This design comes from an exercise in tuning for a short achievable clock period and few clock cycles on the open sky130 flow, not from production work.
Only simulation tests tie the RTL to the original design; equivalence was not proved.
Power is estimated from default activity; no workload was simulated.

==> nickel: inputs <==
// cpu_top
module cpu_top
(
    input  logic     clock,
    input  logic     rst,
    input  logic     ack,
    input  isa_pkg::word_t    rdata,
    output logic     req,
    output bus_pkg::mem_req_t mem_req,
    output logic     halted
);
==> module sequencer, before the edit <==
module sequencer
(
    input  logic              clock,
    input  logic              rst,
    input  logic              ack,
    input  isa_pkg::word_t    rdata,
    input  isa_pkg::word_t    a_q,
    input  isa_pkg::word_t    b_q,
    input  logic              flag_a,
    output logic              req,
    output bus_pkg::mem_req_t mem_req,
    output logic              issue,
    output logic              halted
);
    logic            st_fetch;
    logic            st_cap;
    logic            st_dec;
    logic            st_store;
    logic            st_post;
    logic            req_q;
    logic            halted_q;
    bus_pkg::addr_t  pc_inc;
    bus_pkg::addr_t  addr_q;
    bus_pkg::addr_t  pc_q;
    bus_pkg::data_t  wdata_q;
    logic            write_q;
    isa_pkg::instr_t ir;
    logic            fa_q;
    logic            is_store;
    logic            taken;
    bus_pkg::addr_t  target;
    logic            ld_store;
    logic            ld_fetch;
    logic            ld_hold;
    assign is_store = (ir.op == isa_pkg::OP_STORE);
    assign taken    = (ir.op == isa_pkg::OP_JMP) || ((ir.op == isa_pkg::OP_JF) && fa_q);
    assign target   = taken ? {32'b0, ir.imm} : pc_inc;
    always_ff @(posedge clock)
    begin
        if (rst)
        begin
            st_fetch <= 1'b1;
            st_cap   <= 1'b0;
            st_dec   <= 1'b0;
            st_store <= 1'b0;
            st_post  <= 1'b0;
            req_q    <= 1'b0;
            halted_q <= 1'b0;
        end
        else
        begin
            if (st_fetch)
            begin
                if (req_q && ack)
                begin
                    req_q    <= 1'b0;
                    st_fetch <= 1'b0;
                    if (rdata[isa_pkg::OP_W-1:0] == isa_pkg::OP_HALT)
                    begin
                        halted_q <= 1'b1;
                    end
                    else
                    begin
                        st_cap <= 1'b1;
                    end
                end
                else if (!ack)
                begin
                    req_q <= 1'b1;
                end
            end
            if (st_cap)
            begin
                st_cap <= 1'b0;
                st_dec <= 1'b1;
            end
            if (st_dec)
            begin
                st_dec <= 1'b0;
                req_q  <= !ack;
                if (is_store)
                begin
                    st_store <= 1'b1;
                end
                else
                begin
                    st_fetch <= 1'b1;
                end
            end
            if (st_store)
            begin
                if (req_q && ack)
                begin
                    req_q    <= 1'b0;
                    st_store <= 1'b0;
                    st_post  <= 1'b1;
                end
                else if (!ack)
                begin
                    req_q <= 1'b1;
                end
            end
            if (st_post)
            begin
                st_post  <= 1'b0;
                st_fetch <= 1'b1;
            end
        end
    end
    assign ld_store = st_dec && is_store;
    assign ld_fetch = st_dec && !is_store;
    assign ld_hold  = !st_dec && !st_post;
    bus_pkg::addr_t pc_d;
    logic           write_d;
    assign pc_d    = {64{!rst}} & (({64{ld_fetch}} & target) | ({64{st_post}} & pc_inc)
                                   | ({64{!ld_fetch && !st_post}} & pc_q));
    assign write_d = !rst && (ld_store || (ld_hold && write_q));
    always_ff @(posedge clock)
    begin
        pc_q    <= pc_d;
        write_q <= write_d;
        addr_q  <= write_d ? b_q : pc_d;
        wdata_q <= {64{write_d}} & a_q;
    end
    always_ff @(posedge clock)
    begin
        if (st_cap)
        begin
            ir     <= isa_pkg::instr_t'(rdata);
            fa_q   <= flag_a;
            for (int i = 0; i < bus_pkg::ADDR_W; i++)
            begin
                pc_inc[i] <= pc_q[i] ^ (&(pc_q | ~((64'd1 << i) - 64'd1)));
            end
        end
    end
    assign req           = req_q;
    assign mem_req.addr  = addr_q;
    assign mem_req.wdata = wdata_q;
    assign mem_req.write = write_q;
    assign issue         = st_cap;
    assign halted        = halted_q;
endmodule
==> module reg_bank, before the edit <==
module reg_bank
(
    input  logic                  clock,
    input  logic                  rst,
    input  isa_pkg::reg_sel_t     sel_a,
    input  isa_pkg::reg_sel_t     sel_b,
    input  logic                  reg_we,
    input  isa_pkg::reg_sel_t     reg_wsel,
    input  isa_pkg::word_t        reg_wdata,
    input  logic                  flag_we,
    input  isa_pkg::reg_sel_t     flag_wsel,
    input  logic                  flag_wdata,
    output isa_pkg::word_t        opnd_a,
    output isa_pkg::word_t        opnd_b,
    output logic                  flag_a,
    output logic                  flag_b
);
    isa_pkg::word_t               regs [0:isa_pkg::NUM_REGS-1];
    logic [isa_pkg::NUM_REGS-1:0] valid;
    logic [isa_pkg::NUM_REGS-1:0] flags;
    always_ff @(posedge clock)
    begin
        if (rst)
        begin
            valid <= '0;
            flags <= '0;
        end
        else
        begin
            if (reg_we)
            begin
                valid[reg_wsel] <= 1'b1;
            end
            if (flag_we)
            begin
                flags[flag_wsel] <= flag_wdata;
            end
        end
    end
    always_ff @(posedge clock)
    begin
        if (reg_we)
        begin
            regs[reg_wsel] <= reg_wdata;
        end
    end
    assign opnd_a = valid[sel_a] ? regs[sel_a] : '0;
    assign opnd_b = valid[sel_b] ? regs[sel_b] : '0;
    assign flag_a = flags[sel_a];
    assign flag_b = flags[sel_b];
endmodule
clock: 7.5 ns
lec_check: 0
abc_clock_period_in_ps: 2000
cap_margin: 20
core_margin: 2
core_utilization: 60
cts_cluster_diameter: 60
cts_cluster_size: 20
place_density: 0.7
setup_slack_margin: 5
slew_margin: 20
run.sh (not shown) runs the stock make flow with config.mk's settings and CLKGATE_MAP_FILE= SYNTH_SCRIPT=/design/flow/synth_recipe.tcl, a recipe that flattens the netlist after the stock synthesis.
==> delta: changes against nickel <==
--- a/flow/design.v
+++ b/flow/design.v
@@ -114,12 +114,10 @@
     input  isa_pkg::instr_t   fields,
     input  isa_pkg::word_t    opnd_a,
     input  isa_pkg::word_t    opnd_b,
     input  logic              flag_a,
     input  logic              flag_b,
-    output isa_pkg::word_t    a_q,
-    output isa_pkg::word_t    b_q,
     output logic              reg_we,
     output isa_pkg::reg_sel_t reg_wsel,
     output isa_pkg::word_t    result,
     output logic              flag_we,
     output isa_pkg::reg_sel_t flag_wsel,
@@ -141,10 +139,12 @@
     logic              c_feq;
     logic              c_flt;
     logic              hilo0;
     isa_pkg::reg_sel_t dst0;
     isa_pkg::imm_t     imm0;
+    isa_pkg::word_t    a_q;
+    isa_pkg::word_t    b_q;
     logic              fand0;
     assign dec_sub = (fields.op == isa_pkg::OP_SUB) || (fields.op == isa_pkg::OP_FLT);
     always_ff @(posedge clock)
     begin
         if (rst)
@@ -185,59 +185,57 @@
             a_q   <= opnd_a;
             b_q   <= dec_sub ? ~opnd_b : opnd_b;
             fand0 <= flag_a & flag_b;
         end
     end
-    logic [63:0]    blk_d;
-    logic [3:0]     gen_d;
-    logic [63:0]    blk;
-    logic [3:0]     gen;
-    logic [3:0]     eqb;
+    logic [31:0]    lo_d;
+    logic           c32_d;
+    logic [31:0]    hi0_d;
+    logic           co0_d;
+    logic [31:0]    sum_lo;
+    logic           c32;
+    logic [31:0]    hi0;
+    logic           co0;
     isa_pkg::word_t sh1;
-    for (genvar k = 0; k < 4; k++)
-    begin : g_blk
-        prefix_add #(.W(16)) u_add (
-            .a    (a_q[16*k +: 16]),
-            .b    (b_q[16*k +: 16]),
-            .cin  (k == 0 ? c_sub : 1'b0),
-            .sum  (blk_d[16*k +: 16]),
-            .cout (gen_d[k])
-        );
-    end
+    prefix_add #(.W(32)) u_add_lo (
+        .a    (a_q[31:0]),
+        .b    (b_q[31:0]),
+        .cin  (c_sub),
+        .sum  (lo_d),
+        .cout (c32_d)
+    );
+    prefix_add #(.W(32)) u_add_hi (
+        .a    (a_q[63:32]),
+        .b    (b_q[63:32]),
+        .cin  (1'b0),
+        .sum  (hi0_d),
+        .cout (co0_d)
+    );
     always_ff @(posedge clock)
     begin
-        blk <= blk_d;
-        gen <= gen_d;
-        sh1 <= a_q << b_q[2:0];
-        for (int k = 0; k < 4; k++)
-        begin
-            eqb[k] <= (a_q[16*k +: 16] == b_q[16*k +: 16]);
-        end
+        sum_lo <= lo_d;
+        c32    <= c32_d;
+        hi0    <= hi0_d;
+        co0    <= co0_d;
+        sh1    <= a_q << b_q[2:0];
     end
-    logic [4:0]     cin;
-    isa_pkg::word_t sum;
+    logic [31:0]    run;
+    logic [31:0]    sum_hi;
     logic           carry;
     isa_pkg::word_t misc;
     isa_pkg::word_t shl;
     always_comb
     begin
-        cin[0] = 1'b0;
-        for (int k = 1; k <= 4; k++)
+        run[0] = c32;
+        for (int i = 1; i < 32; i++)
         begin
-            cin[k] = gen[k-1] | (cin[k-1] & (&blk[16*(k-1) +: 16]));
-        end
-        for (int k = 0; k < 4; k++)
-        begin
-            for (int i = 0; i < 16; i++)
-            begin
-                sum[16*k+i] = blk[16*k+i]
-                              ^ (cin[k] & (&(blk[16*k +: 16] | ~((16'd1 << i) - 16'd1))));
-            end
+            run[i] = c32 & (&(hi0 & ((32'd1 << i) - 32'd1) | ~((32'd1 << i) - 32'd1)));
         end
     end
-    assign carry = cin[4];
-    assign shl   = sh1 << {b_q[5:3], 3'b000};
+    assign sum_hi = hi0 ^ run;
+    assign carry  = co0 | (c32 & (&hi0));
+    assign shl    = sh1 << {b_q[5:3], 3'b000};
     always_comb
     begin
         if (c_ldi)
         begin
             misc = hilo0 ? {imm0, a_q[isa_pkg::IMM_W-1:0]} : {32'b0, imm0};
@@ -253,36 +251,36 @@
         else
         begin
             misc = a_q ^ b_q;
         end
     end
-    isa_pkg::word_t res_q;
-    logic           fres_q;
+    isa_pkg::word_t    res_q;
+    logic              fres_q;
     always_ff @(posedge clock)
     begin
-        res_q  <= c_sum ? sum : c_shl ? shl : misc;
-        fres_q <= c_feq ? (&eqb) : c_flt ? ~carry : fand0;
+        res_q  <= c_sum ? {sum_hi, sum_lo} : c_shl ? shl : misc;
+        fres_q <= c_feq ? (a_q == b_q) : c_flt ? ~carry : fand0;
     end
     assign reg_we      = v2_reg;
     assign reg_wsel    = dst0;
     assign result      = res_q;
     assign flag_we     = v2_flag;
     assign flag_wsel   = dst0;
     assign flag_result = fres_q;
 endmodule
 module prefix_add
 #(
-    parameter int W = 16
+    parameter int W = 32
 )
 (
     input  logic [W-1:0] a,
     input  logic [W-1:0] b,
     input  logic         cin,
     output logic [W-1:0] sum,
     output logic         cout
 );
-    localparam int L = 4;   
+    localparam int L = 5;   
     logic [W-1:0] p;
     logic [W-1:0] t;
     logic [W-1:0] gg [1:L];
     logic [W-1:0] pp [1:L];
     assign p = a ^ b;
@@ -321,15 +319,16 @@
 (
     input  logic              clock,
     input  logic              rst,
     input  logic              ack,
     input  isa_pkg::word_t    rdata,
-    input  isa_pkg::word_t    a_q,
-    input  isa_pkg::word_t    b_q,
+    input  isa_pkg::word_t    opnd_a,
+    input  isa_pkg::word_t    opnd_b,
     input  logic              flag_a,
     output logic              req,
     output bus_pkg::mem_req_t mem_req,
+    output isa_pkg::instr_t   fields,
     output logic              issue,
     output logic              halted
 );
     logic            st_fetch;
     logic            st_cap;
@@ -342,19 +341,18 @@
     bus_pkg::addr_t  addr_q;
     bus_pkg::addr_t  pc_q;
     bus_pkg::data_t  wdata_q;
     logic            write_q;
     isa_pkg::instr_t ir;
-    logic            fa_q;
     logic            is_store;
     logic            taken;
     bus_pkg::addr_t  target;
     logic            ld_store;
     logic            ld_fetch;
     logic            ld_hold;
     assign is_store = (ir.op == isa_pkg::OP_STORE);
-    assign taken    = (ir.op == isa_pkg::OP_JMP) || ((ir.op == isa_pkg::OP_JF) && fa_q);
+    assign taken    = (ir.op == isa_pkg::OP_JMP) || ((ir.op == isa_pkg::OP_JF) && flag_a);
     assign target   = taken ? {32'b0, ir.imm} : pc_inc;
     always_ff @(posedge clock)
     begin
         if (rst)
         begin
@@ -427,39 +425,33 @@
         end
     end
     assign ld_store = st_dec && is_store;
     assign ld_fetch = st_dec && !is_store;
     assign ld_hold  = !st_dec && !st_post;
-    bus_pkg::addr_t pc_d;
-    logic           write_d;
-    assign pc_d    = {64{!rst}} & (({64{ld_fetch}} & target) | ({64{st_post}} & pc_inc)
-                                   | ({64{!ld_fetch && !st_post}} & pc_q));
-    assign write_d = !rst && (ld_store || (ld_hold && write_q));
     always_ff @(posedge clock)
     begin
-        pc_q    <= pc_d;
-        write_q <= write_d;
-        addr_q  <= write_d ? b_q : pc_d;
-        wdata_q <= {64{write_d}} & a_q;
+        addr_q  <= {64{!rst}} & (({64{ld_store}} & opnd_b) | ({64{ld_fetch}} & target)
+                                 | ({64{st_post}} & pc_inc) | ({64{ld_hold}} & addr_q));
+        pc_q    <= {64{!rst}} & (({64{ld_fetch}} & target) | ({64{st_post}} & pc_inc)
+                                 | ({64{!ld_fetch && !st_post}} & pc_q));
+        write_q <= !rst && (ld_store || (ld_hold && write_q));
+        wdata_q <= ({64{ld_store}} & opnd_a) | ({64{!st_dec}} & wdata_q);
     end
     always_ff @(posedge clock)
     begin
         if (st_cap)
         begin
             ir     <= isa_pkg::instr_t'(rdata);
-            fa_q   <= flag_a;
-            for (int i = 0; i < bus_pkg::ADDR_W; i++)
-            begin
-                pc_inc[i] <= pc_q[i] ^ (&(pc_q | ~((64'd1 << i) - 64'd1)));
-            end
+            pc_inc <= pc_q + bus_pkg::addr_t'(1);
         end
     end
     assign req           = req_q;
     assign mem_req.addr  = addr_q;
     assign mem_req.wdata = wdata_q;
     assign mem_req.write = write_q;
-    assign issue         = st_cap;
+    assign fields        = ir;
+    assign issue         = st_dec;
     assign halted        = halted_q;
 endmodule
 `timescale 1ns/1ps
 module cpu_top
 (
@@ -475,29 +467,27 @@
     isa_pkg::word_t    opnd_a;
     isa_pkg::word_t    opnd_b;
     logic              flag_a;
     logic              flag_b;
     logic              issue;
-    isa_pkg::word_t    a_q;
-    isa_pkg::word_t    b_q;
     logic              reg_we;
     isa_pkg::reg_sel_t reg_wsel;
     isa_pkg::word_t    result;
     logic              flag_we;
     isa_pkg::reg_sel_t flag_wsel;
     logic              flag_result;
-    assign fields = isa_pkg::instr_t'(rdata);
     sequencer u_sequencer (
         .clock   (clock),
         .rst     (rst),
         .ack     (ack),
         .rdata   (rdata),
-        .a_q     (a_q),
-        .b_q     (b_q),
+        .opnd_a  (opnd_a),
+        .opnd_b  (opnd_b),
         .flag_a  (flag_a),
         .req     (req),
         .mem_req (mem_req),
+        .fields  (fields),
         .issue   (issue),
         .halted  (halted)
     );
     reg_bank u_reg_bank (
         .clock      (clock),
@@ -522,12 +512,10 @@
         .fields      (fields),
         .opnd_a      (opnd_a),
         .opnd_b      (opnd_b),
         .flag_a      (flag_a),
         .flag_b      (flag_b),
-        .a_q         (a_q),
-        .b_q         (b_q),
         .reg_we      (reg_we),
         .reg_wsel    (reg_wsel),
         .result      (result),
         .flag_we     (flag_we),
         .flag_wsel   (flag_wsel),
==> umber: changes against nickel <==
--- a/flow/design.v
+++ b/flow/design.v
@@ -427,21 +427,18 @@
         end
     end
     assign ld_store = st_dec && is_store;
     assign ld_fetch = st_dec && !is_store;
     assign ld_hold  = !st_dec && !st_post;
-    bus_pkg::addr_t pc_d;
-    logic           write_d;
-    assign pc_d    = {64{!rst}} & (({64{ld_fetch}} & target) | ({64{st_post}} & pc_inc)
-                                   | ({64{!ld_fetch && !st_post}} & pc_q));
-    assign write_d = !rst && (ld_store || (ld_hold && write_q));
     always_ff @(posedge clock)
     begin
-        pc_q    <= pc_d;
-        write_q <= write_d;
-        addr_q  <= write_d ? b_q : pc_d;
-        wdata_q <= {64{write_d}} & a_q;
+        addr_q  <= {64{!rst}} & (({64{ld_store}} & b_q) | ({64{ld_fetch}} & target)
+                                 | ({64{st_post}} & pc_inc) | ({64{ld_hold}} & addr_q));
+        pc_q    <= {64{!rst}} & (({64{ld_fetch}} & target) | ({64{st_post}} & pc_inc)
+                                 | ({64{!ld_fetch && !st_post}} & pc_q));
+        write_q <= !rst && (ld_store || (ld_hold && write_q));
+        wdata_q <= ({64{ld_store}} & a_q) | ({64{!st_dec}} & wdata_q);
     end
     always_ff @(posedge clock)
     begin
         if (st_cap)
         begin
--- a/flow/config.mk
+++ b/flow/config.mk
@@ -6,11 +6,11 @@
 export NUM_CORES = 4
 export LEC_CHECK = 0
 export ABC_CLOCK_PERIOD_IN_PS = 2000
 export CAP_MARGIN = 20
 export CORE_MARGIN = 2
-export CORE_UTILIZATION = 60
+export CORE_UTILIZATION = 50
 export CTS_CLUSTER_DIAMETER = 60
 export CTS_CLUSTER_SIZE = 20
-export PLACE_DENSITY = 0.7
+export PLACE_DENSITY = 0.6
 export SETUP_SLACK_MARGIN = 5
 export SLEW_MARGIN = 20
==> quartz: changes against nickel <==
--- a/flow/design.v
+++ b/flow/design.v
@@ -70,40 +70,35 @@
     output isa_pkg::word_t        opnd_b,
     output logic                  flag_a,
     output logic                  flag_b
 );
     isa_pkg::word_t               regs [0:isa_pkg::NUM_REGS-1];
-    logic [isa_pkg::NUM_REGS-1:0] valid;
     logic [isa_pkg::NUM_REGS-1:0] flags;
     always_ff @(posedge clock)
     begin
         if (rst)
         begin
-            valid <= '0;
+            for (int i = 0; i < isa_pkg::NUM_REGS; i++)
+            begin
+                regs[i] <= '0;
+            end
             flags <= '0;
         end
         else
         begin
             if (reg_we)
             begin
-                valid[reg_wsel] <= 1'b1;
+                regs[reg_wsel] <= reg_wdata;
             end
             if (flag_we)
             begin
                 flags[flag_wsel] <= flag_wdata;
             end
         end
     end
-    always_ff @(posedge clock)
-    begin
-        if (reg_we)
-        begin
-            regs[reg_wsel] <= reg_wdata;
-        end
-    end
-    assign opnd_a = valid[sel_a] ? regs[sel_a] : '0;
-    assign opnd_b = valid[sel_b] ? regs[sel_b] : '0;
+    assign opnd_a = regs[sel_a];
+    assign opnd_b = regs[sel_b];
     assign flag_a = flags[sel_a];
     assign flag_b = flags[sel_b];
 endmodule
 `timescale 1ns/1ps
 module exec_unit
==> run summary <==
- Via count: nickel < umber < quartz < delta.
- Clock power: quartz > umber > delta > nickel.
- Against nickel, the core utilization of umber is lower by 9.9 points.
- In delta the die area is lower than in umber, by 14%.
Testbench counts of nickel, summed over its fixed seeds: cycles 122,077.
Testbench counts of delta, summed over its fixed seeds: cycles 122,077.
Testbench counts of umber, summed over its fixed seeds: cycles 122,077.
Testbench counts of quartz, summed over its fixed seeds: cycles 122,077.

-- afterwards: timing with drivers on the ports --
The flow's constraints put no driver on any port. The routed layouts listed below were extracted and timed again, unchanged, in two steps. Step 1, drivers: a clkbuf_16 drives clock and a buf_2 each remaining input, both assumed. Step 2, shift: input delay + t, output delay - t, t = (earliest + latest rising clock arrival at the registers) / 2. This alone moves slack from input paths to output paths. Three values: ideal ports, drivers, drivers and shift; two values: the first two.
run | shift t [ns] | setup WS [ns] | worst hold slack (ns)
nickel | 0.764 | 4.786 / 4.658 / 3.894 | 0.438 / 0.438 / 0.438
delta | 0.782 | 4.716 / 4.694 / 4.407 | 0.423 / 0.423 / 0.423
umber | 0.790 | 4.788 / 4.711 / 3.920 | 0.429 / 0.429 / 0.429
quartz | 0.783 | 4.822 / 4.716 / 3.933 | 0.465 / 0.465 / 0.465
After both steps setup and hold are still met in every run listed. For nickel, which loses most, drivers alone change the setup slack by -0.128 ns; drivers and shift together by -0.892 ns.
